Background: an optimization exercise with open tools, aiming at a short achievable clock period and few clock cycles per item. Do not read the settings as production practice.
The RTL was checked by simulation tests, not by an equivalence proof against the original design.
Power figures rest on the tool's default switching activity, not on a simulated workload.

P:
## cache_controller
module cache_controller #(
  parameter int unsigned DATA_WIDTH        = 32,
  parameter int unsigned CACHE_LINES       = 128,
  parameter int unsigned WORD_NUM          = 4,
  parameter int unsigned INDEX_WIDTH       = 7,
  parameter int unsigned WORD_OFFSET_WIDTH = 2,
  parameter int unsigned ADDR_WIDTH        = 32,
  localparam int unsigned TAG_WIDTH = ADDR_WIDTH - INDEX_WIDTH - WORD_OFFSET_WIDTH - 2
) (
  input  logic                         clk,
  input  logic                         rst_n,
  input  logic                         req_valid,
  output logic                         req_ready,
  input  logic                         req_we,
  input  logic [ADDR_WIDTH-1:0]        req_addr,
  input  logic [DATA_WIDTH-1:0]        req_wdata,
  output logic                         resp_valid,
  output logic [DATA_WIDTH-1:0]        resp_rdata,
  output logic [INDEX_WIDTH-1:0]       ram_index,
  output logic [WORD_OFFSET_WIDTH-1:0] ram_offset,
  output logic [DATA_WIDTH-1:0]        ram_wdata,
  output logic                         ram_we,
  input  logic [DATA_WIDTH-1:0]        ram_rdata,
  output logic                         mem_req_valid,
  input  logic                         mem_req_ready,
  output logic                         mem_req_we,
  output logic [ADDR_WIDTH-1:0]        mem_req_addr,
  output logic [DATA_WIDTH-1:0]        mem_req_wdata,
  input  logic                         mem_rvalid,
  input  logic [DATA_WIDTH-1:0]        mem_rdata,
  output logic [31:0]                  stat_hits,
  output logic [31:0]                  stat_misses
);
Size in the first run: roughly 5300 flip-flops, roughly 190000 um^2 of cells after synthesis.
clock: 10.0 ns
lec_check: 0
cap_margin: 20
core_margin: 2
core_utilization: 55
slew_margin: 20
standard.sh (not shown) runs the stock make flow with config.mk's settings and CLKGATE_MAP_FILE= SYNTH_SCRIPT=/design/flow/synth_recipe.tcl, a recipe that flattens the netlist after the stock synthesis.
==> flow/flow/run.sh <==
#!/bin/bash
# Standard layout, with timing repair aimed below the clock period: the
# setup margin asks repair_timing for slack that makes the period shorter.
# More post-route antenna repair rounds than the default, if any are needed.
set -euo pipefail
bash standard.sh SETUP_SLACK_MARGIN=6.6 MAX_REPAIR_ANTENNAS_ITER_DRT=10 finish > standard_flow.log 2>&1
Testbench counts of P, summed over its fixed seeds: cycles 190,917, items 64,000.
diff inputs: P => Q
--- a/flow/design.v
+++ b/flow/design.v
@@ -271,25 +271,25 @@
     e0_addr = mq_ne ? mq_addr[mq_hd[MQ_W-1:0]] : b_maddr;
     e0_wd   = mq_ne ? mq_wd[mq_hd[MQ_W-1:0]] : b_wd;
     e1_v    = mq_ne1 || mpush;
     e1_we   = mq_ne1 ? mq_we[mq_hd1[MQ_W-1:0]] : b_we;
     e1_addr = mq_ne1 ? mq_addr[mq_hd1[MQ_W-1:0]] : b_maddr;
     e1_wd   = mq_ne1 ? mq_wd[mq_hd1[MQ_W-1:0]] : b_wd;
     lbc0    = lb_cnt - (LB_W+1)'(rm_done);
     lbc1    = lbc0 + (LB_W+1)'(!hd_we);
     mv0     = e0_v && (e0_we || (lbc0 < (LB_W+1)'(LB_N)));
     mv1     = e1_v && (e1_we || (lbc1 < (LB_W+1)'(LB_N)));
   end
   always_ff @(posedge clk) begin
-    if (b_v) begin
+    if (mpush) begin
       mq_we[mq_tl[MQ_W-1:0]]   <= b_we;
       mq_addr[mq_tl[MQ_W-1:0]] <= b_maddr;
       mq_wd[mq_tl[MQ_W-1:0]]   <= b_wd;
     end
   end
   always_ff @(posedge clk or negedge rst_n) begin
     if (!rst_n) begin
       mq_hd  <= '0;
       mq_tl  <= '0;
       mv_q   <= 1'b0;
       lb_cnt <= '0;
     end else begin
Results
Between Q and P, the cell area after technology mapping figures differ only marginally.
The run with more routed wire is Q, not P.
Compared with P, Q shows via count of the first global-routing pass that has gone up slightly.
According to the power report, total power for Q is higher than for P.
The portion of total power attributed to the clock network of Q falls short of that of P by 0.5 points.
Changes observed in Q relative to P: gate count after technology mapping +87, shortest period the worst path allows +0.17 ns, number of filler cells placed in the layout -1.5%.
P -> Q: top-level I/O count flat
Testbench counts of Q, summed over its fixed seeds: cycles 190,917, items 64,000.

port drivers added, routing unchanged:
The results above use ideal ports. As a check the final layouts listed here were re-extracted and re-timed, cells and wires unchanged.
Step 1: set_driving_cell puts a clkbuf_16 on clk and a buf_2 on each other input, an assumption about the parent block.
Step 2 adds t to the input delays and takes it off the output delays; t is the mean of the earliest and latest rising clock arrival at the registers after step 1. Input paths then give back, and output paths get back, about the clock's delay inside the block.
a / b / c = ideal ports / drivers / drivers and shift; a / b = the first two.
run	t (ns)	setup WS [ns]	worst setup path after step 2
P	1.144	6.475 / 6.354 / 5.530	input to register
Q	1.133	6.309 / 6.309 / 5.578	input to register
After both steps every run listed still meets setup and hold. The setup slack of P, which loses most, moves by -0.121 ns with the drivers and by -0.945 ns with both steps.
